This is an optimization exercise on Yosys and OpenROAD, whose aim is small area, a short achievable clock period and few clock cycles per item, not a production implementation. The RTL was checked by simulation tests, not by an equivalence proof against the original design. Power is estimated from default activity; no workload was simulated.

File: config.mk
export PLATFORM = sky130hd
export DESIGN_NAME = rational_arithmetic_unit_core
export DESIGN_NICKNAME = rational_arithmetic_unit_core
export VERILOG_FILES = /design/flow/design.v
export SDC_FILE = /design/flow/constraint.sdc
export NUM_CORES = 4
export LEC_CHECK = 0
export CAP_MARGIN = 20
export CORE_MARGIN = 2
export CORE_UTILIZATION = 60
export SLEW_MARGIN = 20
File: constraint.sdc
create_clock -name core_clock -period 13.0 [get_ports {clock}]
set_input_delay 2.6000 -clock core_clock [delete_from_list [all_inputs] [get_ports {clock}]]
set_output_delay 2.6000 -clock core_clock [all_outputs]
set_load 0.01 [all_outputs]
File: design.v
`default_nettype none
package rau_pkg;
   localparam int FIELD_W = 32;
   localparam int DEN_W   = 31;
   localparam int MODE_W  = 3;
   localparam int STAT_W  = 2;
   localparam logic [MODE_W-1:0] MODE_ADD = 3'd0;
   localparam logic [MODE_W-1:0] MODE_SUB = 3'd1;
   localparam logic [MODE_W-1:0] MODE_MUL = 3'd2;
   localparam logic [MODE_W-1:0] MODE_DIV = 3'd3;
   localparam logic [STAT_W-1:0] ST_OK   = 2'd0;
   localparam logic [STAT_W-1:0] ST_ZDEN = 2'd1;
   localparam logic [STAT_W-1:0] ST_DIVZ = 2'd2;
   localparam logic [STAT_W-1:0] ST_OVF  = 2'd3;
endpackage
`default_nettype wire
`default_nettype none
module rau_add #(
   parameter int W = 64
) (
   input  wire logic [W-1:0] a,
   input  wire logic [W-1:0] b,
   input  wire logic         cin,
   output logic [W-1:0]      s,
   output logic              cout
);
   localparam int L = $clog2(W);
   logic [W-1:0] g [0:L];
   logic [W-1:0] p [0:L];
   logic [W-1:0] hp;
   always_comb begin
      hp   = a ^ b;
      g[0] = a & b;
      p[0] = hp;
      g[0][0] = (a[0] & b[0]) | (hp[0] & cin);
      for (int l = 1; l <= L; l++) begin
         for (int i = 0; i < W; i++) begin
            if (((i >> (l - 1)) & 1) == 1) begin
               g[l][i] = g[l-1][i] | (p[l-1][i] & g[l-1][((i >> (l - 1)) << (l - 1)) - 1]);
               p[l][i] = p[l-1][i] & p[l-1][((i >> (l - 1)) << (l - 1)) - 1];
            end else begin
               g[l][i] = g[l-1][i];
               p[l][i] = p[l-1][i];
            end
         end
      end
      s[0] = hp[0] ^ cin;
      for (int i = 1; i < W; i++) s[i] = hp[i] ^ g[L][i-1];
      cout = g[L][W-1];
   end
endmodule
`default_nettype wire
`default_nettype none
module rational_arithmetic_unit_core (
   input  wire logic         clock,
   input  wire logic         reset,
   input  wire logic         req_tvalid,
   output logic              req_tready,
   input  wire logic [127:0] req_tdata,    
   input  wire logic [2:0]   req_tuser,    
   output logic              rsp_tvalid,
   input  wire logic         rsp_tready,
   output logic [63:0]       rsp_tdata,    
   output logic [1:0]        rsp_tuser     
);
   localparam int SH  = 4;           
   localparam int MW  = 37;          
   typedef enum logic [4:0] {
      A_IDLE = 5'b00001,
      A_PRE  = 5'b00010,    
      A_MUL  = 5'b00100,
      A_FIN  = 5'b01000,    
      A_WAIT = 5'b10000
   } ast_t;
   ast_t ast, ast_n;
   localparam int WS = 40;
   localparam logic [WS-1:0] GN   = WS'(55) << 30;     
   localparam logic [WS-1:0] VN0  = WS'(9) << 30;      
   logic [31:0]   r0, r1, r2, r3;
   logic [WS-1:0] ns, nc;            
   logic          cyn;               
   logic [WS-1:0] hd;                
   logic [2:0]    acnt;
   logic          a_add, a_red, a_div, a_mul, a_neg, a_force, a_zero;
   logic          fl_p, fl_q, fl_d;     
   logic          z_bd, z_bn, z_ad;
   logic [1:0]    a_code;
   logic          rdy;               
   logic          hand;              
   logic [3:0]    bp0, bp1, bq0, bq1, bd0, bd1;
   logic [3:0]    crn;               
   logic [2:0]    crd;               
   function automatic logic [3:0] booth(input logic [2:0] b, input logic flip);
      logic one, two, neg;
      one   = b[1] ^ b[0];
      two   = (b[2] & ~b[1] & ~b[0]) | (~b[2] & b[1] & b[0]);
      neg   = b[2] ^ flip;
      booth = {two & neg, one & neg, two & ~neg, one & ~neg};
   endfunction
   function automatic logic [3:0] corr_n(input logic [3:0] p0, input logic [3:0] p1,
                                         input logic [3:0] q0, input logic [3:0] q1);
      logic np0, np1, nq0, nq1;
      np0 = p0[2] | p0[3]; np1 = p1[2] | p1[3];
      nq0 = q0[2] | q0[3]; nq1 = q1[2] | q1[3];
      corr_n = {np1 & nq1, np1 ^ nq1, np0 & nq0, np0 ^ nq0};
   endfunction
   function automatic logic [WS-1:0] srow(input logic [3:0] d, input logic [31:0] mc);
      logic [33:0] m1, m2, r;
      m1   = {{2{mc[31]}}, mc};
      m2   = m1 << 1;
      r    = ({34{d[0]}} & m1) | ({34{d[1]}} & m2) | ({34{d[2]}} & ~m1) | ({34{d[3]}} & ~m2);
      srow = {{(WS-34){r[33]}}, r};
   endfunction
   function automatic logic [WS-1:0] row(input logic [3:0] d, input logic [31:0] mc);
      logic [33:0] m1, m2, r;
      m1  = {{2{mc[31]}}, mc};
      m2  = m1 << 1;
      r   = ({34{d[0]}} & m1) | ({34{d[1]}} & m2) | ({34{d[2]}} & ~m1) | ({34{d[3]}} & ~m2);
      row = WS'({~r[33], r[32:0]});     
   endfunction
   logic [31:0] i_an, i_ad, i_bn, i_bd, i_r1, i_r2;
   logic [2:0]  mode;
   logic        a_sub, s_p, s_d;
   always_comb begin
      i_an  = req_tdata[31:0];
      i_ad  = req_tdata[63:32];
      i_bn  = req_tdata[95:64];
      i_bd  = req_tdata[127:96];
      mode  = req_tuser;
      i_r1  = mode[2] ? 32'd1 : ((mode == 3'd2) ? i_bn : i_bd);
      i_r2  = mode[2] ? 32'd1 : ((mode == 3'd2) ? i_bd : i_bn);
      s_p   = r0[31] ^ r1[31];                         
      s_d   = r3[31] ^ (a_add ? r1[31] : r2[31]);      
   end
   function automatic logic [2*WS-1:0] csa(input logic [WS-1:0] a, input logic [WS-1:0] b,
                                           input logic [WS-1:0] c);
      csa = {a ^ b ^ c, ((a & b) | (a & c) | (b & c)) << 1};
   endfunction
   logic [WS-1:0] ns_, nc_, ds_, dc_, tn, td;
   logic [4:0]    ln;               
   always_comb begin
      logic [WS-1:0] p0, p1, q0, q1, kk, a1, b1, a2, b2, a3, b3, a4, b4, e0, e1, ke, f1, g1;
      p0 = row(bp0, r0);
      p1 = (row(bp1, r0) << 2) | WS'(cyn);
      q0 = row(bq0, r3);
      q1 = row(bq1, r3) << 2;
      kk = GN | WS'(crn);
      {a1, b1} = csa(ns, nc, kk);
      {a2, b2} = csa(p0, p1, q0);
      {a3, b3} = csa(a1, b1, a2);
      {a4, b4} = csa(b2, q1, a3);
      {ns_, nc_} = csa(a4, b4, b3);
      e0 = srow(bd0, r3);
      e1 = srow(bd1, r3) << 2;
      ke = WS'(crd);
      {f1, g1} = csa(hd, e0, e1);
      {ds_, dc_} = csa(f1, g1, ke);
      ln = {1'b0, ns_[3:0]} + {1'b0, nc_[3:0]};
   end
   logic [WS-1:0] fns, fnc;
   assign {fns, fnc} = csa(ns, nc, -VN0);
   rau_add #(.W(WS)) u_nacc (.a(fns), .b(fnc), .cin(cyn), .s(tn), .cout());
   rau_add #(.W(WS)) u_dacc (.a(ds_), .b(dc_), .cin(1'b0), .s(td), .cout());
   logic [63:0] nval, nmag;
   logic        nneg;
   assign nval = {ns[31:0], r1};
   assign nneg = ns[WS-1];
   assign a_zero = (nval == 64'd0);
   rau_add #(.W(64)) u_nneg (.a(~nval), .b(64'd0), .cin(1'b1), .s(nmag), .cout());
   assign z_ad    = (r3 == 32'd0);
   assign a_force = z_ad || (!a_red && z_bd) || (a_div && z_bn);
   assign a_code  = (z_ad || (!a_red && z_bd)) ? 2'd1 : ((a_div && z_bn) ? 2'd2 : 2'd0);
   typedef enum logic [2:0] {
      B_IDLE = 3'b001,
      B_GCD  = 3'b010,
      B_DONE = 3'b100
   } bst_t;
   bst_t bst, bst_n;
   logic [MW-1:0] m0, m1, m2, m3;    
   logic [63:0]   x, y;
   logic          neg, force01;
   logic [1:0]    code;
   logic          rsp_valid;
   logic [31:0]   rsp_num;
   logic [30:0]   rsp_den;
   logic [1:0]    rsp_st;
   logic          rsp_zero;        
   logic [63:0] dxy, dyx;
   logic        xgey, xeq;
   rau_add #(.W(64)) u_dxy (.a(x), .b(~y), .cin(1'b1), .s(dxy), .cout(xgey));
   rau_add #(.W(64)) u_dyx (.a(y), .b(~x), .cin(1'b1), .s(dyx), .cout());
   assign xeq = (x == y);
   logic [MW-1:0] s0, s1;
   rau_add #(.W(MW)) u_s0 (.a(m0), .b(m1), .cin(1'b0), .s(s0), .cout());
   rau_add #(.W(MW)) u_s1 (.a(m2), .b(m3), .cin(1'b0), .s(s1), .cout());
   function automatic logic big0(input logic [MW-1:0] v);    
      big0 = (v[MW-1:32] != '0) || (v[31] && (v[30:0] != 31'd0));
   endfunction
   function automatic logic big1(input logic [MW-1:0] v);    
      big1 = (v[MW-1:31] != '0);
   endfunction
   function automatic logic [2:0] tz(input logic [SH-1:0] v);
      logic z;
      tz = 3'd1;
      z  = 1'b1;
      for (int i = 1; i < SH; i++) begin
         z = z && !v[i];
         if (z) tz = 3'(i + 1);
      end
   endfunction
   function automatic logic [63:0] shr(input logic [63:0] v, input logic [2:0] k);
      shr = v >> k;
   endfunction
   function automatic logic [MW-1:0] shl(input logic [MW-1:0] v, input logic [2:0] k);
      shl = v << k;
   endfunction
   logic [2:0]  kx, ky, kd;
   logic        mbig, fin_ovf;
   logic [MW-1:0] fn_n, fn_d;
   assign fn_n = (bst == B_GCD) ? s0 : m0;
   assign fn_d = (bst == B_GCD) ? s1 : m2;
   always_comb begin
      logic [2:0] a, b;
      a = tz(x[SH-1:0]);
      b = tz(y[SH-1:0]);
      kx  = y[0] ? a : ((x[1] || y[1]) ? 3'd1 : ((x[2] || y[2]) ? 3'd2 : 3'd3));
      ky  = x[0] ? b : ((x[1] || y[1]) ? 3'd1 : ((x[2] || y[2]) ? 3'd2 : 3'd3));
      kd  = tz({x[SH-1:1] ^ y[SH-1:1], 1'b0});
      mbig   = (neg ? (m0[MW-1] && (m0[MW-2:32] != '1)) : (m0[MW-1:32] != '0)) ||
               (neg ? (m1[MW-1] && (m1[MW-2:32] != '1)) : (m1[MW-1:32] != '0)) ||
               (m2[MW-1:31] != '0) || (m3[MW-1:31] != '0);
      fin_ovf = big1(fn_d) || (neg ? (fn_n[MW-1:31] != '1) : big1(fn_n));
   end
   logic handoff, rsp_load, rsp_valid_nx, b_free_nx, fast_fin, gbig;
   assign gbig     = (bst == B_GCD) && mbig;
   assign fast_fin = (bst == B_GCD) && !rsp_valid && (mbig || (x[0] && y[0] && xeq));
   assign handoff  = hand || ((ast == A_WAIT) && fast_fin);
   always_ff @(posedge clock) begin
      ast_n    = ast;
      bst_n    = bst;
      rsp_load = 1'b0;
      case (ast)
         A_MUL: begin
            ns   <= ns_ >> 4;
            nc   <= nc_ >> 4;
            cyn  <= ln[4];
            r1   <= {ln[3:0], r1[31:4]};
            hd   <= {{4{td[WS-1]}}, td[WS-1:4]};
            r2   <= {td[3:0], r2[31:4]};
            begin
               logic [3:0] p0, p1, q0, q1, e0, e1;
               p0 = booth(r1[5:3], fl_p);
               p1 = booth(r1[7:5], fl_p);
               q0 = a_add ? booth(r2[5:3], fl_q) : 4'd0;
               q1 = a_add ? booth(r2[7:5], fl_q) : 4'd0;
               e0 = booth(a_add ? r1[5:3] : r2[5:3], fl_d);
               e1 = booth(a_add ? r1[7:5] : r2[7:5], fl_d);
               bp0 <= p0; bp1 <= p1; bq0 <= q0; bq1 <= q1; bd0 <= e0; bd1 <= e1;
               crn <= corr_n(p0, p1, q0, q1);
               crd <= {e1[2] | e1[3], 1'b0, e0[2] | e0[3]};
            end
            acnt <= acnt + 3'd1;
            if (acnt == 3'd0) begin
               z_bd <= ((a_mul ? r2 : r1) == 32'd0);
               z_bn <= ((a_mul ? r1 : r2) == 32'd0);
            end
            if (acnt == 3'd7) ast_n = A_FIN;
         end
         A_FIN: begin
            ns <= tn;
            ast_n = A_WAIT;
         end
         A_PRE: begin
            begin
               logic [3:0] p0, p1, q0, q1, e0, e1;
               p0 = booth({r1[1:0], 1'b0}, s_p);
               p1 = booth(r1[3:1], s_p);
               q0 = a_add ? booth({r2[1:0], 1'b0}, s_p ^ a_sub) : 4'd0;
               q1 = a_add ? booth(r2[3:1], s_p ^ a_sub) : 4'd0;
               e0 = booth(a_add ? {r1[1:0], 1'b0} : {r2[1:0], 1'b0}, s_d);
               e1 = booth(a_add ? r1[3:1] : r2[3:1], s_d);
               bp0 <= p0; bp1 <= p1; bq0 <= q0; bq1 <= q1; bd0 <= e0; bd1 <= e1;
               crn <= corr_n(p0, p1, q0, q1);
               crd <= {e1[2] | e1[3], 1'b0, e0[2] | e0[3]};
            end
            fl_p  <= s_p;
            fl_q  <= s_p ^ a_sub;    
            fl_d  <= s_d;
            a_neg <= s_p ^ s_d;
            ns    <= VN0;
            nc    <= '0;
            cyn   <= 1'b0;
            hd    <= '0;
            acnt  <= '0;
            ast_n = A_MUL;
         end
         default: ;    
      endcase
      if (handoff) ast_n = A_IDLE;
      if (rdy) begin
         r0    <= i_an;
         r3    <= i_ad;
         r1    <= i_r1;
         r2    <= i_r2;
         a_add <= (mode[2:1] == 2'b00);
         a_sub <= (mode == 3'd1);
         a_red <= mode[2];
         a_div <= (mode == 3'd3);
         a_mul <= (mode == 3'd2);
         if (req_tvalid) ast_n = A_PRE;
      end
      case (bst)
         B_GCD: begin
            if (x[0] && y[0]) begin
               x  <= xgey ? y : x;
               y  <= xgey ? shr(dxy, kd) : shr(dyx, kd);
               m0 <= s0;
               m2 <= s1;
               m1 <= xgey ? shl(m0, kd) : shl(m1, kd);
               m3 <= xgey ? shl(m2, kd) : shl(m3, kd);
            end else if (!x[0] && !y[0]) begin
               x <= shr(x, kx);
               y <= shr(y, ky);
            end else if (!x[0]) begin
               x  <= shr(x, kx);
               m0 <= shl(m0, kx);
               m2 <= shl(m2, kx);
            end else begin
               y  <= shr(y, ky);
               m1 <= shl(m1, ky);
               m3 <= shl(m3, ky);
            end
            if (mbig || (x[0] && y[0] && xeq)) begin
               if (fast_fin) begin
                  rsp_load = 1'b1;
                  bst_n    = B_IDLE;
               end else begin
                  bst_n    = B_DONE;
               end
            end
            if (mbig) begin
               force01 <= 1'b1;
               code    <= 2'd3;
            end
         end
         B_DONE: begin
            if (!rsp_valid || rsp_tready) begin
               rsp_load = 1'b1;
               bst_n    = B_IDLE;
            end
         end
         default: ;
      endcase
      if (rsp_load) begin
         rsp_num  <= fn_n[31:0];
         rsp_den  <= fn_d[30:0];
         rsp_zero <= force01 || fin_ovf || gbig;
         rsp_st   <= force01 ? code : ((fin_ovf || gbig) ? 2'd3 : 2'd0);
      end
      if (handoff) begin
         x       <= nneg ? nmag : nval;
         y       <= {hd[31:0], r2};
         neg     <= a_neg ^ nneg;
         force01 <= a_force || a_zero;    
         code    <= a_code;
         m0 <= (a_neg ^ nneg) ? '1 : MW'(1); m1 <= '0; m2 <= '0; m3 <= MW'(1);
         bst_n = (a_force || a_zero) ? B_DONE : B_GCD;
      end
      rsp_valid_nx = rsp_load || (rsp_valid && !rsp_tready);
      b_free_nx    = (bst_n == B_IDLE) || (bst_n == B_DONE && !rsp_valid_nx);
      if (reset) begin
         ast       <= A_IDLE;
         bst       <= B_IDLE;
         rdy       <= 1'b0;
         hand      <= 1'b0;
         rsp_valid <= 1'b0;
      end else begin
         ast       <= ast_n;
         bst       <= bst_n;
         hand      <= (ast_n == A_WAIT) && b_free_nx;
         rdy       <= (ast_n == A_IDLE) || ((ast_n == A_WAIT) && b_free_nx);
         rsp_valid <= rsp_valid_nx;
      end
   end
   assign req_tready = rdy;
   assign rsp_tvalid = rsp_valid;
   assign rsp_tdata  = {1'b0, rsp_zero ? 31'd1 : rsp_den, rsp_zero ? 32'd0 : rsp_num};
   assign rsp_tuser  = rsp_st;
endmodule
`default_nettype wire
File: run.sh
#!/bin/bash
# synth_recipe.tcl (not shown) runs the flow's synth.tcl, then flattens the netlist and writes it again
# the make line also repeats each setting of config.mk as NAME=value (left out here)
make -C /OpenROAD-flow-scripts/flow DESIGN_CONFIG=/design/flow/config.mk WORK_HOME=/design/flow/orfs CLKGATE_MAP_FILE= SYNTH_SCRIPT=/design/flow/synth_recipe.tcl finish
==> impl_results.md, run 1 <==
- Number of flops mapped to enable cells by yosys: 519
- # IOs: between 200 and 250
- Post-synth cell types: 110
- Yosys top cell area share: 23.6%
- Dpl cells: 8728
- Post-Layout Cell Count: 8894
- Post-CTS Setup Repair Bufs: 0
- Psw: approximately 1.8 mW
- Int Power: 4.32 mW
- Clock Root Buffer: clkbuf_16
- Arrival time worst endpoint: 6600 ps
- Critical path class: reg2reg
- CTS max path bufs: 3
- Critical Path Fanout Max: 31
- Grt total ovfl: 0
- Fmax achieved: around 160 MHz
- Multiplexer area fraction after synthesis: approximately 17%
- Fin crit share: about 48%
- Final antenna-violating net count: 0
- Post-Syn Instances: 7577
- Reg clk slew, reported paths: ~60 ps
- Vias in the first global route: 57005
- Vias post-DR: 59148
- Multi-input logic area: 44100 sq um
- Drt pass-1 iters: 8
- Storage cell area: 18000 sq um
- Top post-synthesis cells by area: edfxtp_1 24%, mux2i_1 14%, ha_1 7.0%
- Final net count: 8124
- MaxCap Viol Count: 0
- Sw frac: 29.1%
- Ys flop type: edfxtp_1
- Gpl congestion: 0.982
- Area share of fa/ha/maj cells after synthesis: 13.4%
- Initial Util: 60.5%
- Sequential share of power: 40.6%
- Worst skew pair latency: 690 ps
- PortBufs: approximately 200
- Relative slew slack: just under 20%
- Clock power share: 40.6%
- Sink Count: 641
- Hpwl dp: 160000 um
- Routed WL per cell: between 20 and 30 um
- Data required time of the critical path: between 10000 and 15000 ps
- Net Count, Synth: 8292
- Hold Path Class: reg2reg
- Max rail drop VDD: 0.000104 V
- Synth Area in XOR/XNOR: roughly 3.4%
- Antenna violations before repair: 5
- RSZ-0062 raised after global routing: no
- Yosys reg bits: 641
- H-tree depth: 3
- DRT iter0 DRCs: between 6000 and 7000
- Final setup viols: 0
- Pins Over Slew Limit: 0
- Drt via density: 6.65
- Leading cell types in the layout, fill and taps excluded: 933 x mux2i_1, 891 x nand2_1, 585 x a21oi_1
- Largest family of logic cells by synthesized area: compound AO/OA/AOI/OAI gates
- Fillers: approximately 9300
- Area growth from synthesis to layout: 8.46%
- Hold_buf cts: 0
- Worst Skew: 23.0 ps
- Post-route DRC: 0
- Standard-cell rows: 121
- Number of synthesis warnings: 10
- Largest net degree at the start of global routing: 156
- Leading area contributor after synthesis: edfxtp_1
- Startpoint Class: register
- First-pass GRT wire length: 341000 um
- Commonest non-fill, non-tap cell in the layout: mux2i_1
- CTS tree: done
- Syn Area/Cell: ~8.7 sq um
- Power Density: 85.0 nW/um^2
- Drt total wl: 225000 um
- Lkg Pwr: slightly above 30 nW
- Layout cells sized above 1: slightly below 7%
- CORE AREA: roughly 110000 sq um
- Chip width: 336 um
- Slew @ Worst Pin: around 1200 ps
- Die Ht: 336 um
- Post-CTS sizing: 0
- Seq/Total Area, Yosys: 27.3%
- Hold Fails Final Rpt: 0
- CP endpoint kind: register
- Simple-Gate Fraction of Synth Area: between 10% and 20%
- Synthesized cell area: 66000 sq um
- Tmin final: about 6200 ps
- DIE AREA: 113000 sq um
- TritonCTS buffer count: between 80 and 90
- Async S/R FF share, synth: 0%
- Synth Area in Compound Gates: 18.0%
- Setup_tns: 0 ps
- Comb pwr share: 18.7%
- Status: timing/DRC/antenna clean
- Overall Global Routing Usage: roughly two fifths
## critical path, stage by stage, from the launching register on
cell and delay, ps:
edfxtp_1 680, clkinv_1 490, ha_1 370, fa_1 410
or3b_1 380, a21o_1 200, a21o_2 260, a2111oi_4 390
a211oi_2 110, nand2_2 710, buf_4 590, mux2_2 450
a21oi_4 250, mux2_2 370, a21oi_1 150, a32oi_1 110
## flip-flops by register name, indices dropped and copies added, names as in the netlist, 5 cells and up
| register | flops |
|---|---|
| x | 64 |
| y | 64 |
| ns | 40 |
| m0 | 37 |
| m1 | 37 |
| m2 | 37 |
| m3 | 37 |
| hd | 36 |
| nc | 35 |
| r0 | 32 |
| r1 | 32 |
| r2 | 32 |
| r3 | 32 |
| rsp_num | 32 |
| rsp_den | 31 |
| ast | 5 |
## metal layers
metal | vias to the layer above | share of wire (%) | track usage [%] | wire length, um
met5 | - | 0.0049 | 0 | 11
met4 | 2 | 5.2 | 18.7 | 11700
met3 | 644 | 10 | 8.88 | 22500
met2 | 3059 | 45 | 62.0 | 101000
met1 | 28519 | 40 | 50.2 | 89600
li1 | 26924 | - | - | -
## stage by stage
step / util, % / power, mW / worst slack, ps / hold slack, ps / instance area [sq um]
5_1_grt: 65.7 / 6.32 / 6550 / 550 / 71600
6_report: 65.7 / 6.09 / 6780 / 524 / 71600
2_1_floorplan: - / 3.27 / 5320 / 473 / 66000
3_5_place_dp: 62.9 / 3.63 / 6860 / 510 / 68500
3_3_place_gp: 62.9 / 3.60 / 7000 / 501 / 68500
4_1_cts: 65.5 / 6.08 / 6860 / 519 / 71400
## cell usage after synthesis (108+ instances only)
library cell    n
a211oi_1      275
a21oi_1       589
buf_1         108
clkbuf_1      397
dfxtp_1       122
edfxtp_1      519
fa_1          211
ha_1          369
inv_1         510
mux2_2        146
mux2i_1       933
nand2_1       897
nand3_1       126
nor2_1        437
nor2b_1       220
o21ai_0       334
o22ai_1       112
xnor2_1       141
xor2_1        113
## power by group through the flow
stage | clock (mW) | sequential, mW | combinational [mW]
after floorplan | 0 | 2.43 | 0.834
after global placement | 0 | 2.51 | 1.09
after detailed placement | 0 | 2.51 | 1.12
after CTS | 2.48 | 2.47 | 1.13
after global routing | 2.56 | 2.48 | 1.28
final | 2.47 | 2.47 | 1.14
## kinds of logic (layout without fill, tap and decap cells)
logic type      after synthesis  in the layout
compound gates             1843           1843
xor+xnor                    255            255
fa+ha+maj                   580            580
buf+inv                    1071            971
flops                       641            641
mux                        1084           1084
other cells                   1              4
simple gates               2102           2102
## path summary, 6_finish.rpt
| check | from | end | slack (ps) | cells past startpoint |
|---|---|---|---|---|
| hold / removal | m3[35] | m3[35] | 520 | 2 |
| setup reg to reg | x[0] | y[9] | 6780 | 15 |
| hold reg to reg | m3[35] | m3[35] | 520 | 2 |
| setup / recovery | x[0] | y[9] | 6780 | 15 |
## final cells by class
class / instances / area share [%]
Antenna cell: 3 / 0.0105
Clock buffer: 99 / 3.07
Clock inverter: 53 / 0.899
Inverter: 515 / 2.71
Multi-Input combinational cell: 5865 / 61.6
Sequential cell: 641 / 25.2
Tap cell: 1414 / 2.47
Timing Repair Buffer: 304 / 4.05
Testbench counts, summed over its fixed seeds: cycles 42,966, items 2,400.
==> run 2, diff against run 1 <==
--- a/design.v
+++ b/design.v
@@ -311,13 +311,15 @@
       end
       case (bst)
          B_GCD: begin
+            if (x[0]) begin
+               m1 <= shl((y[0] && xgey) ? m0 : m1, y[0] ? kd : ky);
+               m3 <= shl((y[0] && xgey) ? m2 : m3, y[0] ? kd : ky);
+            end
             if (x[0] && y[0]) begin
                x  <= xgey ? y : x;
                y  <= xgey ? shr(dxy, kd) : shr(dyx, kd);
                m0 <= s0;
                m2 <= s1;
-               m1 <= xgey ? shl(m0, kd) : shl(m1, kd);
-               m3 <= xgey ? shl(m2, kd) : shl(m3, kd);
             end else if (!x[0] && !y[0]) begin
                x <= shr(x, kx);
                y <= shr(y, ky);
@@ -327,8 +329,6 @@
                m2 <= shl(m2, kx);
             end else begin
                y  <= shr(y, ky);
-               m1 <= shl(m1, ky);
-               m3 <= shl(m3, ky);
             end
             if (mbig || (x[0] && y[0] && xeq)) begin
                if (fast_fin) begin
--- a/config.mk
+++ b/config.mk
@@ -7,5 +7,5 @@
 export LEC_CHECK = 0
 export CAP_MARGIN = 20
 export CORE_MARGIN = 2
-export CORE_UTILIZATION = 60
+export CORE_UTILIZATION = 40
 export SLEW_MARGIN = 20
==> run 2 against run 1 <==
Effect of this change:
- sequential power grew 2%
- clock skew up 20 ps
- critical path depth grew 2
- synthesized cell count decreased by 6.1%
- worst hold slack lost 53 ps
- clock power is 3% lower
- combinational power is 4% higher
- flip-flop and latch count unchanged
- wire length is 5.0% lower
- critical path type unchanged
- largest cell class unchanged
- largest power group unchanged
- highest routed layer unchanged
==> impl_results.md, run 2 <==
- Status: timing/DRC/antenna clean
- Seq/Total Area, Yosys: 28.8% (+1.5 points)
- Power Density: 88.2 nW/um^2 (+3.8%)
- Grt total ovfl: 0 (unchanged)
- RSZ-0062 raised after global routing: no
- Gpl congestion: 0.979 (-0.26%)
- Hold worst-path end: m3[10]
- Drt total wl: 214000 um (-5.0%)
- Worst Path Buf+Inv: 6 (+4)
- CP delay by family, top: buffers and inverters
- Drt via density: 6.00 (-9.8%)
- Fmax achieved: 137 MHz (-15%)
- Hpwl dp: 156000 um (-2.7%)
- Setup_tns: 0 ps (unchanged)
- Hold_buf cts: 0 (unchanged)
- Post-route DRC: 0 (unchanged)
- CP endpoint kind: register
- TritonCTS buffer count: 84 (+2.4%)
- Critical Path Stages: 17 (+2)
- Lkg Pwr: 29.3 nW (-4.4%)
- # IOs: 203 (unchanged)
- MaxCap Viol Count: 0 (unchanged)
- Routed WL per cell: 23.4 um (-7.5%)
- Ys flop type: edfxtp_1
- Vias in the first global route: 53284 (-6.5%)
- Max rail drop VDD: 0.000105 V (+0.86%)
- Reg2reg setup slack: 5710 ps (-1070 ps)
- Initial Util: 40.2% (-20 points)
- Layout cells sized above 1: 7.04% (+0.099 points)
- Final net count: 7721 (-5.0%)
- Slowest Stage Delay on Critical Path: 970 ps (+260 ps)
- Standard-cell rows: 145 (+20%)
- Commonest cells in the netlist: 919 x nand2_1, 702 x mux2i_1, 608 x a21oi_1
- Leading area contributor after synthesis: edfxtp_1
- Reg2reg path depth: 17 (+2)
- CP max-delay cell: o31ai_1
- Drt pass-1 iters: 6 (-2)
- Sink Count: 641 (unchanged)
- Area growth from synthesis to layout: 10.3%
- Post-CTS sizing: 0 (unchanged)
- Startpoint Class: register
- Net Count, Synth: 7830 (-5.6%)
- Number of flops mapped to enable cells by yosys: 519 (unchanged)
- Relative slew slack: 21.6% (+1.8 points)
- Async S/R FF share, synth: 0% (unchanged)
- CTS tree: done
- Reg clk slew, reported paths: 50 ps (about the same)
- FF-to-FF End: y[17]
- Final antenna-violating net count: 0 (unchanged)
- Post-Syn Instances: 7115 (-6.1%)
- Hold Path Class: reg2reg
- Vias post-DR: 54766 (-7.4%)
- Die Ht: 399 um (+19%)
- Antenna violations before repair: 3 (-2)
- Number of synthesis warnings: 10 (unchanged)
- Commonest non-fill, non-tap cell in the layout: nand2_1
- Yosys reg bits: 641 (unchanged)
- Arrival time worst endpoint: 7720 ps (+1120 ps)
- DRT iter0 DRCs: 5311 (-13%)
- Fin crit share: 56.0% (+8.2 points)
- Worst Skew: 43.1 ps (+20.1 ps)
- HP Start: m3[10]
- Top post-synthesis cells by area: edfxtp_1 25%, mux2i_1 11%, ha_1 7.4%
- Synthesized cell area: 62500 sq um (-5.3%)
- Yosys top cell area share: 24.9% (+1.3 points)
- Data required time of the critical path: 13440 ps (+60 ps)
- Syn Area/Cell: 8.78 sq um (+0.86%)
- Top Registers: x: 64 flops, y: 64 flops, ns: 40 flops
- Largest net degree at the start of global routing: 199 (+28%)
- CTS max path bufs: 3 (unchanged)
- Final Cell Area: 68900 sq um (-3.7%)
- Crit-path cells: inv_1 -> ha_1 -> buf_4 -> inv_1 -> nand2_1 -> nor2_2 -> nand4_1 -> o31ai_1 -> a41oi_4 -> inv_8 -> buf_4 -> buf_4 -> nor2_1 -> o21ai_0 -> a21oi_1 -> o21ai_0 -> o21ai_0
- DIE AREA: 159000 sq um (+42%)
- Critical Path Fanout Max: 115 (+270%)
- First-pass GRT wire length: 325000 um (-4.7%)
- Hold path depth: 2 (unchanged)
- Leading cell types in the layout, fill and taps excluded: 914 x nand2_1, 702 x mux2i_1, 606 x a21oi_1
- R2R Path Start: x[1]
- PortBufs: 201 (unchanged)
- Tmin final: 7290 ps (+1070 ps)
- Post-CTS Setup Repair Bufs: 0 (unchanged)
- Chip width: 399 um (+19%)
- Critical path class: reg2reg
- Post-placement cell area: 66100 sq um (-3.5%)
- Final setup viols: 0 (unchanged)
- Pins Over Slew Limit: 0 (unchanged)
- Slew @ Worst Pin: 1170 ps (-32.6 ps)
- CORE AREA: 156000 sq um (+43%)
- Hold Fails Final Rpt: 0 (unchanged)
- Worst skew pair latency: 730 ps (+40 ps)
- Clock Root Buffer: clkbuf_16
- Leading cell type by number of instances after synthesis: nand2_1
- Overall Global Routing Usage: 26.2% (-13 points)
- Post-synth cell types: 103 (-6.4%)
- H-tree depth: 3 (unchanged)
==> run 2: cell families after synthesis <==
group | Yosys count | synth area share [%]
compound gates | 1764 | 17.9
xor+xnor | 259 | 3.63
fa+ha+maj | 580 | 14.1
buf+inv | 1018 | 6.34
flops | 641 | 28.8
mux | 885 | 14.7
other cells | 1 | 0.00600
simple gates | 1967 | 14.5
==> run 2: per-layer routing <==
metal  GRT usage (%)  up-vias  wire length, um
met1            35.4    26734            91700
met3            3.74      436            15600
met5               0        -               28
li1                -    25202                -
met4            9.39        4             7910
met2            42.6     2390            98700
==> run 2: worst max path at each step <==
stage	start	endpoint	slack (ps)
after floorplan	y[17]	rdy	5060
after global placement	y[1]	y[17]	6230
after detailed placement	x[1]	y[17]	5900
after CTS	x[1]	y[17]	5870
after global routing	x[1]	y[17]	5400
final	x[1]	y[17]	5710
==> run 2: tightest hold or removal path, cell delays in order (launching register included) <==
cell     delay [ps]
dfxtp_1         320
nand2_1          60
a21oi_1          50
==> run 2: cell type report <==
| class | count | area [sq um] |
|---|---|---|
| inverter | 524 | 1970 |
| antenna | 1 | 2.50 |
| clock inverter | 46 | 465 |
| sequential | 641 | 18000 |
| multi-input combinational | 5456 | 40800 |
| clock buffer | 108 | 2270 |
| timing repair buffer | 299 | 2790 |
| fill | 15257 | 86800 |
| tap | 2058 | 2570 |
==> run 2: report_power, final <==
group          switching (mW)  total [mW]  leakage, nW  internal [mW]
clock                    1.00        2.40         1.34           1.40
combinational           0.660        1.18         22.2          0.519
sequential              0.149        2.51         5.77           2.36
total                    1.81        6.08         29.3           4.27
==> run 2: through the flow <==
step | setup WS (ps) | hold WS (ps) | cells | power, mW | util, %
2_1_floorplan | 5060 | 439 | 7115 | 3.33 | -
3_3_place_gp | 6230 | 459 | 8976 | 3.69 | 42.5
3_5_place_dp | 5900 | 462 | 8977 | 3.72 | 42.5
4_1_cts | 5870 | 471 | 9131 | 6.12 | 44.3
5_1_grt | 5400 | 492 | 9132 | 6.35 | 44.3
6_report | 5710 | 471 | 9133 | 6.08 | 44.3
Testbench counts of run 2, summed over its fixed seeds: cycles 42,966, items 2,400.
==> run 3, diff against run 2 <==
--- a/design.v
+++ b/design.v
@@ -90,6 +90,7 @@
    logic [3:0]    bp0, bp1, bq0, bq1, bd0, bd1;
    logic [3:0]    crn;               
    logic [2:0]    crd;               
+   logic          pv1, pv2;          
    function automatic logic [3:0] booth(input logic [2:0] b, input logic flip);
       logic one, two, neg;
       one   = b[1] ^ b[0];
@@ -139,6 +140,13 @@
    logic [WS-1:0] ns_, nc_, ds_, dc_, tn, td;
    logic [4:0]    ln;               
    always_comb begin
+      bp0 = booth({r1[1:0], pv1}, fl_p);
+      bp1 = booth(r1[3:1], fl_p);
+      bq0 = a_add ? booth({r2[1:0], pv2}, fl_q) : 4'd0;
+      bq1 = a_add ? booth(r2[3:1], fl_q) : 4'd0;
+      crn = corr_n(bp0, bp1, bq0, bq1);
+   end
+   always_comb begin
       logic [WS-1:0] p0, p1, q0, q1, kk, a1, b1, a2, b2, a3, b3, a4, b4, e0, e1, ke, f1, g1;
       p0 = row(bp0, r0);
       p1 = (row(bp1, r0) << 2) | WS'(cyn);
@@ -247,16 +255,13 @@
             r1   <= {ln[3:0], r1[31:4]};
             hd   <= {{4{td[WS-1]}}, td[WS-1:4]};
             r2   <= {td[3:0], r2[31:4]};
+            pv1  <= r1[3];
+            pv2  <= r2[3];
             begin
-               logic [3:0] p0, p1, q0, q1, e0, e1;
-               p0 = booth(r1[5:3], fl_p);
-               p1 = booth(r1[7:5], fl_p);
-               q0 = a_add ? booth(r2[5:3], fl_q) : 4'd0;
-               q1 = a_add ? booth(r2[7:5], fl_q) : 4'd0;
+               logic [3:0] e0, e1;
                e0 = booth(a_add ? r1[5:3] : r2[5:3], fl_d);
                e1 = booth(a_add ? r1[7:5] : r2[7:5], fl_d);
-               bp0 <= p0; bp1 <= p1; bq0 <= q0; bq1 <= q1; bd0 <= e0; bd1 <= e1;
-               crn <= corr_n(p0, p1, q0, q1);
+               bd0 <= e0; bd1 <= e1;
                crd <= {e1[2] | e1[3], 1'b0, e0[2] | e0[3]};
             end
             acnt <= acnt + 3'd1;
@@ -271,16 +276,13 @@
             ast_n = A_WAIT;
          end
          A_PRE: begin
+            pv1   <= 1'b0;
+            pv2   <= 1'b0;
             begin
-               logic [3:0] p0, p1, q0, q1, e0, e1;
-               p0 = booth({r1[1:0], 1'b0}, s_p);
-               p1 = booth(r1[3:1], s_p);
-               q0 = a_add ? booth({r2[1:0], 1'b0}, s_p ^ a_sub) : 4'd0;
-               q1 = a_add ? booth(r2[3:1], s_p ^ a_sub) : 4'd0;
+               logic [3:0] e0, e1;
                e0 = booth(a_add ? {r1[1:0], 1'b0} : {r2[1:0], 1'b0}, s_d);
                e1 = booth(a_add ? r1[3:1] : r2[3:1], s_d);
-               bp0 <= p0; bp1 <= p1; bq0 <= q0; bq1 <= q1; bd0 <= e0; bd1 <= e1;
-               crn <= corr_n(p0, p1, q0, q1);
+               bd0 <= e0; bd1 <= e1;
                crd <= {e1[2] | e1[3], 1'b0, e0[2] | e0[3]};
             end
             fl_p  <= s_p;
==> run 3 against run 2 <==
Effect of this change:
- utilization increased by 0.34 points
- count of clock-buffer cells in the layout decreased by 14
- clock power increased by 2%
- worst setup slack improved by 120 ps
- area after synthesis decreased by 3.3%
- via count decreased by 1.7%
- clock skew increased by 0.90 ps
- die area decreased by 3.2%
- non-clock buffer count increased by 1
- critical path depth decreased by 2
- critical endpoint is now y[16]
- largest cell class unchanged
- highest routed layer unchanged
==> impl_results.md, run 3 <==
- Setup_tns: 0 ps (unchanged)
- Top post-synthesis cells by area: edfxtp_1 25%, mux2i_1 8.1%, ha_1 7.6%
- First-pass GRT wire length: 317000 um (-2.5%)
- Tot Pwr: 6.96 mW (+14%)
- Drt total wl: 207000 um (-3.3%)
- Grt total ovfl: 0 (unchanged)
- Sequential share of power: 35.7% (-5.5 points)
- Hold Fails Final Rpt: 0 (unchanged)
- Overall Global Routing Usage: 26.3% (+0.14 points)
- Leading area contributor after synthesis: edfxtp_1
- CP endpoint kind: register
- Drt pass-1 iters: 8 (+2)
- DIE AREA: 154000 sq um (-3.2%)
- Gpl congestion: 0.967 (-1.3%)
- Die Ht: 393 um (-1.6%)
- HP Start: m3[0]
- Top Registers: x: 64 flops, y: 64 flops, ns: 40 flops
- Drt via density: 5.96 (-0.69%)
- Yosys top cell area share: 24.9% (-0.049 points)
- TritonCTS buffer count: 83 (-1.2%)
- Post-synth cell types: 108 (+4.9%)
- Startpoint Class: register
- Post-Syn Instances: 7078 (-0.52%)
- Hold worst-path end: m3[0]
- Yosys reg bits: 623 (-2.8%)
- Hold path depth: 2 (unchanged)
- Critical Path Fanout Max: 73 (-37%)
- R2R Path Start: x[1]
- CTS max path bufs: 3 (unchanged)
- Leading cell type by number of instances after synthesis: nand2_1
- PortBufs: 201 (unchanged)
- Leading cell types in the layout, fill and taps excluded: 879 x nand2_1, 651 x a21oi_1, 515 x inv_1
- H-tree depth: 3 (unchanged)
- Routed WL per cell: 22.9 um (-2.3%)
- Reg2reg setup slack: 5830 ps (+120 ps)
- Pins Over Slew Limit: 0 (unchanged)
- Chip width: 393 um (-1.6%)
- Area growth from synthesis to layout: 10.7%
- Ys flop type: edfxtp_1
- Async S/R FF share, synth: 0% (unchanged)
- Post-CTS sizing: 0 (unchanged)
- Comb pwr share: 29.1% (+9.7 points)
- Net Count, Synth: 7792 (-0.49%)
- Reg clk slew, reported paths: 50 ps (about the same)
- Fin crit share: 55.2% (-0.89 points)
- Vias post-DR: 53817 (-1.7%)
- Data required time of the critical path: 13560 ps (+120 ps)
- RSZ-0062 raised after global routing: no
- Status: timing/DRC/antenna clean
- Commonest cells in the netlist: 883 x nand2_1, 655 x a21oi_1, 518 x inv_1
- Number of flops mapped to enable cells by yosys: 501 (-3.5%)
- Relative slew slack: 22.9% (+1.3 points)
- Post-route DRC: 0 (unchanged)
- Synthesized cell area: 60400 sq um (-3.3%)
- Psw: 2.30 mW (+27%)
- Worst skew pair latency: 720 ps (about the same)
- Final net count: 7665 (-0.73%)
- Max rail drop VDD: 0.000111 V (+6.0%)
- Hold Path Class: reg2reg
- Syn Area/Cell: 8.54 sq um (-2.8%)
- Int Power: 4.66 mW (+9.2%)
- Vias in the first global route: 52189 (-2.1%)
- Slew @ Worst Pin: 1160 ps (-9.61 ps)
- DRT iter0 DRCs: 5426 (+2.2%)
- Largest net degree at the start of global routing: 98 (-51%)
- Clock power share: 35.2% (-4.2 points)
- Sw frac: 33.0% (+3.2 points)
- Post-CTS Setup Repair Bufs: 0 (unchanged)
- Initial Util: 40.3% (+0.16 points)
- Hpwl dp: 151000 um (-3.2%)
- Antenna violations before repair: 10 (+7)
- Final setup viols: 0 (unchanged)
- Tmin final: 7170 ps (-116 ps)
- Lkg Pwr: 27.9 nW (-4.5%)
- Power Density: 104 nW/um^2 (+18%)
- CTS tree: done
- Worst Skew: 44.0 ps (+0.900 ps)
- Commonest non-fill, non-tap cell in the layout: nand2_1
- CORE AREA: 150000 sq um (-3.7%)
- Clock Root Buffer: clkbuf_16
- Fillers: 14764 (-3.2%)
- Arrival time worst endpoint: 7730 ps (about the same)
- # IOs: 203 (unchanged)
- Seq/Total Area, Yosys: 28.9% (+0.084 points)
- Standard-cell rows: 142 (-2.1%)
- Sink Count: 623 (-2.8%)
- Final antenna-violating net count: 0 (unchanged)
- Critical path class: reg2reg
- Layout cells sized above 1: 5.66% (-1.4 points)
- FF-to-FF End: y[16]
- Reg2reg path depth: 15 (-2)
- Fmax achieved: 139 MHz (+1.6%)
- Number of synthesis warnings: 10 (unchanged)
- Hold_buf cts: 0 (unchanged)
- MaxCap Viol Count: 0 (unchanged)
[run 3: changes by cell type in the layout (fill, tap and decap cells not counted), sizes merged, moves of 36 or more]
cell,change
nor2b,-72
o21ai,+70
xnor2,+83
nand3,+113
mux2,-109
a221oi,+99
mux2i,-210
xor2,+37
nand2,-36
a21oi,+48
nor2,+49
a211oi,-113
[run 3: worst max path at each step]
stage / from / to / cells after the start
CTS: x[1] / y[16] / 15
global route: x[1] / y[16] / 15
global placement: y[1] / y[16] / 15
finish: x[1] / y[16] / 15
detailed placement: x[1] / y[16] / 15
floorplan: x[2] / rdy / 15
[run 3: kinds of logic after synthesis]
logic type	synth area share, %
AO/OA/AOI/OAI	19.7
XOR/XNOR	5.49
other	0.00620
multiplexers	9.57
adder cells (fa/ha/maj)	14.6
buffers and inverters	6.62
flip-flops	28.9
AND/OR/NAND/NOR	15.1
[run 3: area by class of cell]
cell class	count	area (sq um)	area share (%)
Timing Repair Buffer	300	2760	4.12
Sequential cell	623	17500	26.1
Tap cell	2016	2520	3.77
Clock inverter	58	716	1.07
Inverter	519	1960	2.92
Multi-Input combinational cell	5424	39300	58.8
Antenna cell	3	7.51	0.0112
Clock buffer	94	2130	3.18
[run 3: worst max-delay path, stage by stage (launching register included)]
cell and delay [ps]:
edfxtp_1 510, inv_1 180, ha_1 310, buf_4 430
clkinv_1 750, nand2_1 660, nor2_2 60, nand4_1 100
o21ai_0 390, a31oi_4 410, buf_4 640, buf_4 800
nand2_1 790, o21bai_1 380, or3_1 330, o22ai_1 160
[run 3: metrics by stage]
step | area, sq um | cells | utilization [%] | hold slack (ps) | setup slack [ps]
2_1_floorplan | 60400 | 7078 | - | 437 | 5250
3_3_place_gp | 64000 | 8882 | 42.7 | 451 | 6150
3_5_place_dp | 64000 | 8882 | 42.7 | 456 | 6070
4_1_cts | 66900 | 9034 | 44.6 | 466 | 6040
5_1_grt | 66900 | 9036 | 44.6 | 487 | 5590
6_report | 66900 | 9037 | 44.6 | 462 | 5830
[run 3: per-layer routing]
metal | part of all wire, % | global-route usage (%)
met3 | 7.6 | 4.00
met5 | 0.019 | 0
met1 | 43 | 35.3
met4 | 3.9 | 9.41
met2 | 46 | 42.9
[run 3: power by group through the flow]
stage / sequential (mW) / clock [mW] / combinational (mW)
detailed placement: 2.52 / 0 / 2.02
global route: 2.49 / 2.56 / 2.32
CTS: 2.48 / 2.49 / 2.04
floorplan: 2.44 / 0 / 1.44
finish: 2.49 / 2.45 / 2.02
global placement: 2.52 / 0 / 1.98
Testbench counts of run 3, summed over its fixed seeds: cycles 42,966, items 2,400.
==> run 4, diff against run 3 <==
--- a/design.v
+++ b/design.v
@@ -313,15 +313,13 @@
       end
       case (bst)
          B_GCD: begin
-            if (x[0]) begin
-               m1 <= shl((y[0] && xgey) ? m0 : m1, y[0] ? kd : ky);
-               m3 <= shl((y[0] && xgey) ? m2 : m3, y[0] ? kd : ky);
-            end
             if (x[0] && y[0]) begin
                x  <= xgey ? y : x;
                y  <= xgey ? shr(dxy, kd) : shr(dyx, kd);
                m0 <= s0;
                m2 <= s1;
+               m1 <= xgey ? shl(m0, kd) : shl(m1, kd);
+               m3 <= xgey ? shl(m2, kd) : shl(m3, kd);
             end else if (!x[0] && !y[0]) begin
                x <= shr(x, kx);
                y <= shr(y, ky);
@@ -331,6 +329,8 @@
                m2 <= shl(m2, kx);
             end else begin
                y  <= shr(y, ky);
+               m1 <= shl(m1, ky);
+               m3 <= shl(m3, ky);
             end
             if (mbig || (x[0] && y[0] && xeq)) begin
                if (fast_fin) begin
==> run 4 against run 3 <==
Effect of this change:
- largest cell class unchanged
- die area increased by 5.0%
- final cell count increased by 5.2%
- count of clock-buffer cells in the layout increased by 21
- wire length increased by 11%
- non-clock buffer count increased by 4
- critical path depth increased by 2
- via count increased by 7.2%
- utilization decreased by 0.33 points
- critical path type unchanged
==> impl_results.md, run 4 <==
- Status: timing/DRC/antenna clean
- Worst Path Buf+Inv: 3 (-2)
- Final net count: 8085 (+5.5%)
- Overall Global Routing Usage: 27.4% (+1.1 points)
- Hold worst-path end: m2[33]
- Antenna violations before repair: 4 (-6)
- Final antenna-violating net count: 0 (unchanged)
- Arrival time worst endpoint: 6880 ps (-850 ps)
- Routed WL per cell: 24.1 um (+5.3%)
- Fin worst setup slack: 6640 ps (+809 ps)
- Critical path class: reg2reg
- Commonest cells in the netlist: 1077 x nand2_1, 696 x mux2i_1, 621 x a21oi_1
- CORE AREA: 158000 sq um (+5.4%)
- FF-to-FF End: y[20]
- Post-placement cell area: 67100 sq um (+4.8%)
- Commonest non-fill, non-tap cell in the layout: nand2_1
- Lkg Pwr: 29.5 nW (+5.4%)
- CP delay by family, top: compound AO/OA/AOI/OAI gates
- Reg clk slew, reported paths: 60 ps (about the same)
- Reg2reg path depth: 17 (+2)
- Post-Syn Instances: 7533 (+6.4%)
- Grt total ovfl: 0 (unchanged)
- CP max-delay cell: edfxtp_1
- Hold WS: 556 ps (+93.9 ps)
- Final setup viols: 0 (unchanged)
- Drt via density: 6.07 (+1.9%)
- PortBufs: 201 (unchanged)
- Vias post-DR: 57690 (+7.2%)
- Leading area contributor after synthesis: edfxtp_1
- Storage cell area: 17500 sq um (unchanged)
- Net Count, Synth: 8247 (+5.8%)
- DIE AREA: 162000 sq um (+5.0%)
- Hold path depth: 2 (unchanged)
- Die Ht: 402 um (+2.4%)
- Startpoint Class: register
- Sink Count: 623 (unchanged)
- Standard-cell rows: 146 (+2.8%)
- First-pass GRT wire length: 346000 um (+9.0%)
- Number of synthesis warnings: 10 (unchanged)
- Data required time of the critical path: 13520 ps (-40 ps)
- Gpl congestion: 0.963 (-0.35%)
- Chip width: 402 um (+2.4%)
- Initial Util: 40.2% (-0.14 points)
- Placement Setup Slack: 6750 ps (+688 ps)
- Fillers: 15502 (+5.0%)
- Ys flop type: edfxtp_1
- Largest net degree at the start of global routing: 165 (+68%)
- Post-CTS sizing: 0 (unchanged)
- MaxCap Viol Count: 0 (unchanged)
- Leading cell types in the layout, fill and taps excluded: 1071 x nand2_1, 695 x mux2i_1, 618 x a21oi_1
- Hold_buf cts: 0 (unchanged)
- Slowest Stage Delay on Critical Path: 800 ps (about the same)
- Fin crit share: 48.9% (-6.2 points)
- Synthesized cell area: 63500 sq um (+5.0%)
- Hold Path Class: reg2reg
- Crit-path cells: clkinv_1 -> ha_1 -> fa_1 -> o21bai_1 -> a21oi_1 -> o211a_1 -> o21a_1 -> inv_2 -> a2bb2oi_2 -> nand3_4 -> buf_4 -> mux2i_1 -> o22ai_2 -> o211a_1 -> a311o_1 -> or3_1 -> a22oi_1
- # IOs: 203 (unchanged)
- Top post-synthesis cells by area: edfxtp_1 24%, mux2i_1 11%, ha_1 7.3%
- Setup_tns: 0 ps (unchanged)
- Post-CTS Setup Repair Bufs: 0 (unchanged)
- R2R Path Start: x[0]
- CTS max path bufs: 3 (unchanged)
- Pins Over Slew Limit: 0 (unchanged)
- Power Density: 99.1 nW/um^2 (-4.7%)
- Slew @ Worst Pin: 1210 ps (+58.1 ps)
- TritonCTS buffer count: 82 (-1.2%)
- DRT iter0 DRCs: 5727 (+5.5%)
- Critical Path Fanout Max: 67 (-8.2%)
- Final Cell Area: 70000 sq um (+4.6%)
- Top Registers: x: 64 flops, y: 64 flops, ns: 40 flops
- Fmax achieved: 157 MHz (+13%)
- CP endpoint kind: register
- Syn Area/Cell: 8.43 sq um (-1.3%)
- Area growth from synthesis to layout: 10.2%
- RSZ-0062 raised after global routing: no
- CTS tree: done
- Multi-input logic area: 42300 sq um (+7.6%)
- Clock Root Buffer: clkbuf_16
- Relative slew slack: 19.0% (-3.9 points)
- Yosys reg bits: 623 (unchanged)
- Tmin final: 6360 ps (-809 ps)
- Hpwl dp: 165000 um (+9.0%)
- Max rail drop VDD: 0.000113 V (+1.5%)
- HP Start: m2[33]
- Dpl cells: 9359 (+5.4%)
- Ant. Diodes: 0 (-3)
- Hold Fails Final Rpt: 0 (unchanged)
- Seq/Total Area, Yosys: 27.5% (-1.4 points)
- Reg2reg setup slack: 6640 ps (+810 ps)
- Leading cell type by number of instances after synthesis: nand2_1
- Critical Path Stages: 17 (+2)
- Post-synth cell types: 95 (-12%)
- H-tree depth: 3 (unchanged)
- Yosys top cell area share: 23.7% (-1.2 points)
- Worst Skew: 40.4 ps (-3.63 ps)
- Layout cells sized above 1: 5.36% (-0.29 points)
- Drt total wl: 229000 um (+11%)
- Number of flops mapped to enable cells by yosys: 501 (unchanged)
- CP dominant cell by count: o211a_1
- Async S/R FF share, synth: 0% (unchanged)
- Post-Layout Cell Count: 9510 (+5.2%)
- Vias in the first global route: 54764 (+4.9%)
- Drt pass-1 iters: 8 (unchanged)
- Post-route DRC: 0 (unchanged)
- Worst skew pair latency: 710 ps (about the same)
run 4: cell types whose count changed in the layout (fill, tap and decap cells not counted), sizes merged, moves of 31 or more:
cell and change:
nand2 +193, a21o +32, a21oi -36, o211ai -32
xnor2 -31, a31oi +80, and3 +79, mux2i +204
a211oi +52, nand3 -82
run 4: final cells by class:
type / instances / share of cell area (%)
clock buffers: 115 / 3.39
clock inverters: 36 / 0.658
inverters: 515 / 2.77
multi-input cells: 5845 / 60.5
flip-flops and latches: 623 / 25.0
well taps: 2072 / 3.70
repair buffers: 304 / 4.00
run 4: cell families after synthesis:
logic type | after synthesis | synth area share, %
AOI/OAI and AO/OA | 1960 | 19.5
and+or+nand+nor | 2160 | 15.1
buffers and inverters | 1065 | 6.42
other | 1 | 0.00591
DFF | 623 | 27.5
muxes | 770 | 12.3
xor gates and xnor gates | 375 | 5.17
adders and majority gates | 579 | 13.9
run 4: report_power, final:
part | internal [mW] | switching (mW)
sequential | 2.35 | 0.131
clock | 1.46 | 0.998
combinational | 0.853 | 1.15
run 4: through the flow:
step | utilization [%] | total power, mW
floorplan | - | 3.87
detailed placement | 42.5 | 4.52
finish | 44.3 | 6.94
CTS | 44.3 | 6.98
global placement | 42.5 | 4.47
global route | 44.3 | 7.32
run 4: routing by layer:
layer	GRT usage (%)	routed length, um
met2	43.5	103000
met5	0	14
met1	37.6	98600
met4	9.91	9080
met3	4.49	18100
run 4: tightest hold or removal path: cells and delay by family, from the launching register on:
| family | cells | cell delay, ps |
|---|---|---|
| AOI/OAI and AO/OA | 1 | 60 |
| DFF | 1 | 370 |
| and+or+nand+nor | 1 | 90 |
run 4: worst max path at each step:
stage	startpoint	endpoint	slack [ps]
2_1_floorplan	x[0]	x[10]	4590
3_3_place_gp	m2[0]	rsp_st[0]	6820
3_5_place_dp	x[0]	x[45]	6750
4_1_cts	m2[0]	rsp_st[1]	6710
5_1_grt	x[0]	y[5]	6370
6_report	x[0]	y[20]	6640
Testbench counts of run 4, summed over its fixed seeds: cycles 42,966, items 2,400.
==> run 5, diff against run 4 <==
--- a/design.v
+++ b/design.v
@@ -65,12 +65,11 @@
 );
    localparam int SH  = 4;           
    localparam int MW  = 37;          
-   typedef enum logic [4:0] {
-      A_IDLE = 5'b00001,
-      A_PRE  = 5'b00010,    
-      A_MUL  = 5'b00100,
-      A_FIN  = 5'b01000,    
-      A_WAIT = 5'b10000
+   typedef enum logic [3:0] {
+      A_IDLE = 4'b0001,
+      A_MUL  = 4'b0010,
+      A_FIN  = 4'b0100,    
+      A_WAIT = 4'b1000
    } ast_t;
    ast_t ast, ast_n;
    localparam int WS = 40;
@@ -121,7 +120,7 @@
    endfunction
    logic [31:0] i_an, i_ad, i_bn, i_bd, i_r1, i_r2;
    logic [2:0]  mode;
-   logic        a_sub, s_p, s_d;
+   logic        a_sub, c_add, cs_p, cs_d;
    always_comb begin
       i_an  = req_tdata[31:0];
       i_ad  = req_tdata[63:32];
@@ -130,8 +129,9 @@
       mode  = req_tuser;
       i_r1  = mode[2] ? 32'd1 : ((mode == 3'd2) ? i_bn : i_bd);
       i_r2  = mode[2] ? 32'd1 : ((mode == 3'd2) ? i_bd : i_bn);
-      s_p   = r0[31] ^ r1[31];                         
-      s_d   = r3[31] ^ (a_add ? r1[31] : r2[31]);      
+      c_add = (mode[2:1] == 2'b00);
+      cs_p  = i_an[31] ^ i_r1[31];                         
+      cs_d  = i_ad[31] ^ (c_add ? i_r1[31] : i_r2[31]);    
    end
    function automatic logic [2*WS-1:0] csa(input logic [WS-1:0] a, input logic [WS-1:0] b,
                                            input logic [WS-1:0] c);
@@ -275,27 +275,6 @@
             ns <= tn;
             ast_n = A_WAIT;
          end
-         A_PRE: begin
-            pv1   <= 1'b0;
-            pv2   <= 1'b0;
-            begin
-               logic [3:0] e0, e1;
-               e0 = booth(a_add ? {r1[1:0], 1'b0} : {r2[1:0], 1'b0}, s_d);
-               e1 = booth(a_add ? r1[3:1] : r2[3:1], s_d);
-               bd0 <= e0; bd1 <= e1;
-               crd <= {e1[2] | e1[3], 1'b0, e0[2] | e0[3]};
-            end
-            fl_p  <= s_p;
-            fl_q  <= s_p ^ a_sub;    
-            fl_d  <= s_d;
-            a_neg <= s_p ^ s_d;
-            ns    <= VN0;
-            nc    <= '0;
-            cyn   <= 1'b0;
-            hd    <= '0;
-            acnt  <= '0;
-            ast_n = A_MUL;
-         end
          default: ;    
       endcase
       if (handoff) ast_n = A_IDLE;
@@ -309,7 +288,25 @@
          a_red <= mode[2];
          a_div <= (mode == 3'd3);
          a_mul <= (mode == 3'd2);
-         if (req_tvalid) ast_n = A_PRE;
+         pv1   <= 1'b0;
+         pv2   <= 1'b0;
+         begin
+            logic [3:0] e0, e1;
+            e0 = booth(c_add ? {i_r1[1:0], 1'b0} : {i_r2[1:0], 1'b0}, cs_d);
+            e1 = booth(c_add ? i_r1[3:1] : i_r2[3:1], cs_d);
+            bd0 <= e0; bd1 <= e1;
+            crd <= {e1[2] | e1[3], 1'b0, e0[2] | e0[3]};
+         end
+         fl_p  <= cs_p;
+         fl_q  <= cs_p ^ (mode == 3'd1);    
+         fl_d  <= cs_d;
+         a_neg <= cs_p ^ cs_d;
+         ns    <= VN0;
+         nc    <= '0;
+         cyn   <= 1'b0;
+         hd    <= '0;
+         acnt  <= '0;
+         if (req_tvalid) ast_n = A_MUL;
       end
       case (bst)
          B_GCD: begin
==> run 5 against run 4 <==
Effect of this change:
- flip-flop and latch count decreased by 2
- worst setup slack got worse by 160 ps
- global-route usage decreased by 0.37 points
- area after synthesis is 0.35% higher
- combinational power rose by 42%
- register-to-register slack got worse by 160 ps
- die area is 0.35% higher
==> impl_results.md, run 5 <==
- Slew @ Worst Pin: 1140 ps (-76.7 ps)
- DIE AREA: 162000 sq um (+0.35%)
- TritonCTS buffer count: 81 (-1.2%)
- # IOs: 203 (unchanged)
- Layout cells sized above 1: 5.70% (+0.33 points)
- CP endpoint kind: register
- MaxCap Viol Count: 0 (unchanged)
- Hold Fails Final Rpt: 0 (unchanged)
- Final antenna-violating net count: 0 (unchanged)
- Standard-cell rows: 146 (unchanged)
- RSZ-0062 raised after global routing: no
- Initial Util: 40.3% (+0.095 points)
- Fmax achieved: 153 MHz (-2.4%)
- Commonest cells in the netlist: 1095 x nand2_1, 756 x a21oi_1, 682 x mux2i_1
- Multi-input logic area: 43600 sq um (+2.9%)
- Post-route DRC: 0 (unchanged)
- CTS tree: done
- DRT iter0 DRCs: 6108 (+6.7%)
- Reg clk slew, reported paths: 60 ps (about the same)
- Post-placement cell area: 67300 sq um (+0.25%)
- Multiplexer area fraction after synthesis: 12.3% (-0.059 points)
- Leading cell types in the layout, fill and taps excluded: 1092 x nand2_1, 752 x a21oi_1, 680 x mux2i_1
- Int Power: 4.88 mW (+4.6%)
- Synth Area in XOR/XNOR: 5.25% (+0.078 points)
- Fillers: 15678 (+1.1%)
- PortBufs: 201 (unchanged)
- Critical Path Fanout Max: 78 (+16%)
- Sw frac: 36.9% (+4.1 points)
- Clock Root Buffer: clkbuf_16
- Worst skew pair latency: 720 ps (about the same)
- Overall Global Routing Usage: 27.0% (-0.37 points)
- Vias in the first global route: 57406 (+4.8%)
- Drt total wl: 227000 um (-1.1%)
- Crit-path cells: inv_1 -> ha_1 -> nand4_1 -> nor4_2 -> nand2_1 -> or3_1 -> o32a_1 -> nand2_4 -> buf_4 -> mux2i_1 -> o221ai_2 -> a21o_1 -> o311ai_0 -> a21oi_1
- Critical path class: reg2reg
- Post-CTS sizing: 0 (unchanged)
- Lkg Pwr: 29.5 nW (+0.18%)
- Arrival time worst endpoint: 6940 ps (+60 ps)
- Largest net degree at the start of global routing: 170 (+3.0%)
- H-tree depth: 3 (unchanged)
- Antenna violations before repair: 2 (-2)
- Synthesized cell area: 63700 sq um (+0.35%)
- Top Registers: x: 64 flops, y: 64 flops, ns: 40 flops
- Ys flop type: edfxtp_1
- Hold Path Class: reg2reg
- Setup_tns: 0 ps (unchanged)
- Yosys top cell area share: 18.1% (-5.6 points)
- Psw: 2.85 mW (+25%)
- Syn Area/Cell: 8.13 sq um (-3.5%)
- Grt total ovfl: 0 (unchanged)
- Tmin final: 6520 ps (+155 ps)
- CTS max path bufs: 3 (unchanged)
- Commonest non-fill, non-tap cell in the layout: nand2_1
- Post-Syn Instances: 7831 (+4.0%)
- Number of flops mapped to enable cells by yosys: 383 (-24%)
- Max rail drop VDD: 0.000120 V (+6.2%)
- Sequential share of power: 31.6% (-4.2 points)
- Pins Over Slew Limit: 0 (unchanged)
- Worst Skew: 33.6 ps (-6.76 ps)
- Power Density: 110 nW/um^2 (+11%)
- Leading area contributor after synthesis: edfxtp_1
- Net Count, Synth: 8545 (+3.6%)
- Area growth from synthesis to layout: 10.2% (about the same)
- Synth Area in Compound Gates: 20.6% (+1.1 points)
- Simple-Gate Fraction of Synth Area: 15.9% (+0.73 points)
- Storage cell area: 16300 sq um (-7.0%)
- Top post-synthesis cells by area: edfxtp_1 18%, mux2i_1 11%, dfxtp_1 7.5%
- First-pass GRT wire length: 346000 um (+0.16%)
- Yosys reg bits: 621 (-0.32%)
- Final net count: 8366 (+3.5%)
- Routed WL per cell: 23.2 um (-3.9%)
- Die Ht: 403 um (+0.18%)
- Ant. Diodes: 0 (unchanged)
- Area share of fa/ha/maj cells after synthesis: 13.9% (-0.049 points)
- Leading cell type by number of instances after synthesis: nand2_1
- Sink Count: 621 (-0.32%)
- Drt pass-1 iters: 7 (-1)
- Fin crit share: 50.1% (+1.2 points)
- CORE AREA: 158000 sq um (+0.12%)
- Hold_buf cts: 0 (unchanged)
- Final setup viols: 0 (unchanged)
- Startpoint Class: register
- Chip width: 403 um (+0.18%)
- CP max-delay cell: buf_4
- Comb pwr share: 36.8% (+8.0 points)
- Seq/Total Area, Yosys: 25.5% (-2.0 points)
- Vias post-DR: 59315 (+2.8%)
- Relative slew slack: 24.2% (+5.1 points)
- Gpl congestion: 0.953 (-1.1%)
- Post-CTS Setup Repair Bufs: 0 (unchanged)
- Drt via density: 6.06 (-0.15%)
- Slowest Stage Delay on Critical Path: 860 ps (+60 ps)
- Post-synth cell types: 107 (+13%)
- Hpwl dp: 162000 um (-1.6%)
- Largest family of logic cells by synthesized area: compound AO/OA/AOI/OAI gates
- Final Cell Area: 70200 sq um (+0.30%)
- Async S/R FF share, synth: 0% (unchanged)
- Number of synthesis warnings: 10 (unchanged)
- Clock power share: 31.7% (-3.7 points)
- Status: timing/DRC/antenna clean
- Data required time of the critical path: 13430 ps (-90 ps)
run 5: changes by cell type after synthesis, sizes merged, moves of 22 or more:
cell	delta
xnor2	+43
o22ai	+58
dfxtp	+116
a21oi	+133
and3	-59
o21ai	-52
a211oi	+30
and2	-35
edfxtp	-118
xor2	-36
nor2	+124
a31oi	-70
nand3	+40
buf	+22
run 5: path summary, 6_finish.rpt:
kind                            endpoint   from  cells after the start  slack, ps
worst max-delay path               y[43]  x[46]                     14       6480
worst min-delay path               hd[8]  hd[8]                      2        450
worst max register to register     y[43]  x[46]                     14       6480
worst min register to register     hd[8]  hd[8]                      2        450
run 5: cell families after synthesis:
kind of cell / count (synthesis)
and+or+nand+nor: 2295
AOI/OAI and AO/OA: 2079
buffers and inverters: 1106
muxes: 768
DFF: 621
adders and majority gates: 579
xor gates and xnor gates: 382
other: 1
run 5: critical path, delay by kind of cell, from the launching register on:
kind                     cells  cell delay (ps)
buffers and inverters        2              940
AND/OR/NAND/NOR              5             2140
adder cells (fa/ha/maj)      1              560
multiplexers                 1              470
flip-flops                   1              430
AO/OA/AOI/OAI                5             1600
run 5: power by group through the flow:
stage,sequential (mW),combinational [mW],clock (mW)
after floorplan,2.36,2.12,0
after global placement,2.48,2.78,0
after detailed placement,2.48,2.81,0
after CTS,2.44,2.84,2.49
after global routing,2.45,3.21,2.56
final,2.44,2.84,2.45
run 5: per-stage QoR:
stage	power, mW	hold slack, ps	instances	worst slack [ps]	util, %
after global routing	8.22	462	9793	6170	44.4
after global placement	5.25	439	9638	6820	42.5
after detailed placement	5.29	444	9638	6730	42.5
after CTS	7.76	451	9790	6690	44.3
after floorplan	4.48	432	7831	6480	-
final	7.72	448	9793	6480	44.4
run 5: layout make-up:
cell class	count	area share [%]
sequential	621	23.2
clock buffer	102	3.15
tap	2072	3.69
inverter	529	2.84
timing repair buffer	315	4.21
multi-input combinational	6104	62.1
clock inverter	50	0.866
run 5: metal layers:
| metal | track usage (%) | vias to the layer above | wire, um |
|---|---|---|---|
| met5 | 0 | - | 0 |
| met4 | 10.9 | 0 | 9580 |
| met3 | 4.36 | 502 | 18100 |
| met2 | 44.2 | 2627 | 104000 |
| met1 | 35.6 | 28653 | 94700 |
| li1 | - | 27533 | - |
Testbench counts of run 5, summed over its fixed seeds: cycles 42,484, items 2,400.

afterwards: timing with drivers on the ports:
No port has a modelled driver above. Below, the same layouts with a new extraction and two added sets of constraints.
Step 1, drivers: a clkbuf_16 drives clock and a buf_2 each remaining input, both assumed.
Step 2 moves the port delays by t, midway between the first and last clock arrival at a register: inputs arrive t later, outputs are due t later. That takes back most of the time a late clock gives input paths.
Three values: no drivers, after step 1, after step 2; two values: the first two.
run | shift t [ns] | setup WS [ns] | worst hold slack (ns) | worst setup path at the end
run 1 | 0.754 | 6.782 / 6.782 / 6.782 | 0.524 / 0.524 / 0.524 | register to register
run 2 | 0.788 | 5.715 / 5.715 / 5.715 | 0.471 / 0.471 / 0.471 | register to register
run 3 | 0.778 | 5.830 / 5.830 / 5.830 | 0.462 / 0.462 / 0.462 | register to register
run 4 | 0.778 | 6.640 / 6.640 / 6.640 | 0.556 / 0.556 / 0.556 | register to register
run 5 | 0.785 | 6.484 / 6.484 / 6.484 | 0.448 / 0.448 / 0.448 | register to register
After both steps every run listed still meets setup and hold.
